This design comes from an exercise in tuning for small area on the open sky130 flow, not from production work. Function was checked by simulation only, so behaviour that the tests miss may differ from the original. The flow treats the clock pin as an ideal source. Dropping or thinning the clock tree relies on that and would not hold on a real chip. Power is estimated from default activity; no workload was simulated.

==> flow/design.v (excerpt) <==
module rgbw_led_ctrl (
    input  logic clk,
    input  logic reset,
    input  logic sclk,
    input  logic mosi,
    input  logic cs_n,
    output logic led_red,
    output logic led_green,
    output logic led_blue,
    output logic led_white
);
Size: roughly 420 cells after synthesis, roughly 120 flip-flops, about 4800 um^2 of cells after synthesis.
==> flow/config.mk <==
export PLATFORM = sky130hd
export DESIGN_NAME = rgbw_led_ctrl
export DESIGN_NICKNAME = rgbw_led_ctrl
export VERILOG_FILES = /design/flow/design.v
export SDC_FILE = /design/flow/constraint.sdc
export NUM_CORES = 4
export LEC_CHECK = 0
export ABC_AREA = 1
export CAP_MARGIN = 20
export CORE_MARGIN = 2
export CORE_UTILIZATION = 40
export SLEW_MARGIN = 20
==> flow/constraint.sdc <==
create_clock -name core_clock -period 10.0 [get_ports {clk}]
set_input_delay 2.0000 -clock core_clock [delete_from_list [all_inputs] [get_ports {clk}]]
set_output_delay 2.0000 -clock core_clock [all_outputs]
set_load 0.01 [all_outputs]
standard.sh (not shown) runs the stock make flow with config.mk's settings and CLKGATE_MAP_FILE= SYNTH_SCRIPT=/design/flow/synth_recipe.tcl, a recipe that flattens the netlist after the stock synthesis.
==> flow/flow/run.sh <==
#!/bin/bash
# The standard layout (standard.sh, ORFS), with these changes:
#  - synthesis: ABC maps the logic with flow/abc_area.script (ABC_AREA is 1
#    in config.mk), an area-oriented script that repeats dch and map -a; and
#    no full/half-adder extraction (ADDER_MAP_FILE empty), so ABC also maps
#    the adders. Registers are mapped exactly as in the standard synthesis.
#  - clock tree: flow/manual_cts.tcl, sourced by ORFS's cts step before
#    clock_tree_synthesis (PRE_CTS_TCL), splits the flip-flops into four
#    groups by placement and gives each group one clkbuf_16 at its centre,
#    driven by the clock port; TritonCTS itself is then skipped. The rest of
#    the cts step (legalisation, timing repair) runs as usual.
#  - the port buffers are the smallest buffer, sky130_fd_sc_hd__buf_1.
# ORFS's scripts are copied unchanged except for the ABC script.
set -euo pipefail
here=$(pwd)
rm -rf "$here/orfs_scripts"
cp -r "$FLOW_HOME/scripts" "$here/orfs_scripts"
cp "$here/flow/abc_area.script" "$here/orfs_scripts/abc_area.script"
export SCRIPTS_DIR="$here/orfs_scripts"
export ADDER_MAP_FILE=""
export PRE_CTS_TCL="$here/flow/manual_cts.tcl"
export MCTS_NBUF=4
export MCTS_CELL=sky130_fd_sc_hd__clkbuf_16
export MCTS_CLK=clk
export BUFFER_PORTS_ARGS="-buffer_cell sky130_fd_sc_hd__buf_1"
bash standard.sh finish > standard.log 2>&1
Other scripts of this flow, unchanged in this note and not shown: flow/flow/abc_area.script, flow/flow/manual_cts.tcl
Then changed:
--- a/flow/design.v
+++ b/flow/design.v
@@ -66,20 +66,22 @@
     output logic [7:0] white,
     output logic [1:0] pend_mode,
     output logic       take
 );
     logic       skip;
     logic [$clog2(rgbw_pkg::FRAME_BYTES)-1:0]   byte_cnt;
     logic [9:0] gap_cnt;
+    localparam logic [9:0] GAP_POL = 10'h2AA;
+    logic [9:0] gap_q;
     logic [9:0] gap_next;
     logic       gap_low_zero;
     logic [7:0] step_sel;
     logic [7:0] intensity_sh;
     logic [2:0] colour_idx_sh;
-    logic [7:0] acc;
+    logic [7:0] acc_n;
     logic [1:0] chan;
     logic [7:0] palette_byte;
     logic       value_bit;
     logic       publish;
     function automatic logic [9:0] inc(input logic [9:0] a);
         logic c;
         c = 1'b1;
@@ -126,19 +128,20 @@
     always_ff @(posedge clk) begin
         if (publish) begin
             skip <= (pwm_cnt[7:3] == 5'b11111) && !(pwm_cnt[2] && pwm_cnt[1]);
         end else if (wrap) begin
             skip <= 1'b0;
         end
         if (byte_done || byte_cnt == '0) begin
-            gap_cnt <= '0;
+            gap_q <= GAP_POL;
         end else begin
-            gap_cnt <= gap_next;
+            gap_q <= gap_next ^ GAP_POL;
         end
     end
+    assign gap_cnt      = gap_q ^ GAP_POL;
     assign gap_low_zero = (gap_cnt[8:0] == 9'd0);
     assign gap_next     = {gap_cnt[8:0], gap_cnt[9] ^ gap_cnt[6] ^ gap_low_zero};
     always_ff @(posedge clk) begin
         if (byte_done) begin
             if (byte_cnt == 3'd1) intensity_sh  <= rx_byte;
             if (byte_cnt == 3'd2) colour_idx_sh <= rx_byte[2:0];
         end
@@ -165,49 +168,49 @@
     assign step_sel  = {gap_cnt[6:0], !gap_cnt[9] && gap_low_zero};
     assign value_bit = |(step_sel & ((colour_idx_sh == 3'd0) ? shift_reg : palette_byte));
     rgbw_colour_scaler scaler_i (
         .clk       (clk),
         .start     (step_sel[0]),
         .value_bit (value_bit),
         .intensity (intensity_sh),
-        .acc       (acc)
+        .acc_n     (acc_n)
     );
     always_ff @(posedge clk) begin
         if (byte_cnt[2] && gap_cnt == 10'h081) begin
             red   <= green;
             green <= blue;
             blue  <= white;
-            white <= acc;
+            white <= acc_n;
         end
     end
 endmodule
 `timescale 1ns/1ps
 module rgbw_colour_scaler (
     input  logic       clk,
     input  logic       start,
     input  logic       value_bit,
     input  logic [7:0] intensity,
-    output logic [7:0] acc
+    output logic [7:0] acc_n
 );
     logic [7:0] acc_in;
     logic [7:0] addend;
     logic [8:0] sum;
-    assign acc_in = start ? 8'd0 : acc;
+    assign acc_in = start ? 8'd0 : ~acc_n;
     assign addend = value_bit ? intensity : 8'd0;
     always_comb begin
         logic c;
         c = value_bit;
         for (int i = 0; i < 8; i++) begin
             sum[i] = acc_in[i] ^ addend[i] ^ c;
             c = (acc_in[i] & addend[i]) | (c & (acc_in[i] ^ addend[i]));
         end
         sum[8] = c;
     end
     always_ff @(posedge clk) begin
-        acc <= sum[8:1];
+        acc_n <= ~sum[8:1];
     end
 endmodule
 `timescale 1ns/1ps
 module rgbw_pwm (
     input  logic       clk,
     input  logic       reset,
     input  logic [7:0] red_duty,
@@ -228,19 +231,19 @@
     logic [7:0] red_q;
     logic [7:0] green_q;
     logic [7:0] blue_q;
     logic [7:0] white_q;
     logic [$clog2(rgbw_pkg::BLINK_PERIODS)-1:0] blink_cnt;
     logic blink_dark;
     logic leds_on;
-    function automatic logic less(input logic [7:0] a, input logic [7:0] b);
+    function automatic logic less(input logic [7:0] a, input logic [7:0] b_n);
         logic lt;
         lt = 1'b0;
         for (int i = 0; i < 8; i++) begin
-            lt = (!a[i] && b[i]) || (!a[i] && lt) || (b[i] && lt);
+            lt = (!a[i] && !b_n[i]) || (!a[i] && lt) || (!b_n[i] && lt);
         end
         less = lt;
     endfunction
     function automatic logic [9:0] inc(input logic [9:0] a);
         logic c;
         c = 1'b1;
         for (int i = 0; i < 10; i++) begin
Result: Power barely changes. Core utilization goes down by 0.27 points. Setup slack gets better by 0.27 ns. Worst hold slack gets worse by 0.014 ns. Design area goes down slightly. Flip-flop and latch count does not change. Sequential power barely changes. Area after synthesis goes down slightly. Global-route usage goes down by 0.34 points. Die area goes down slightly.
In every run of this note, the design's own scripts or RTL, not TritonCTS, make the clock network.

[port drivers added, routing unchanged]
Ports are ideal in the flow. The routed layouts listed here were re-timed in OpenROAD. Step 1 sets driving cells, clkbuf_16 on the clock port and buf_2 on the other inputs (assumed; they add their load-dependent delay and slew). Step 2 also shifts input and output timing later by t, the mid clock arrival at the registers, as if the neighbouring blocks saw the same clock. Slacks: no drivers / after step 1 / after step 2; pairs: no drivers / after step 1.
run | t (ns) | setup slack, ns | latest minus earliest clock arrival (ns) | pins driven straight from the clock port
the first run | 0.245 | 5.529 / 5.586 / 5.340 | 0.007 / 0.007 | 4
the second run | 0.254 | 5.797 / 5.831 / 5.606 | 0.008 / 0.008 | 4
After both steps every run listed still meets setup and hold. The setup slack of the second run, which loses most, moves by +0.034 ns with the drivers and by -0.191 ns with both steps.
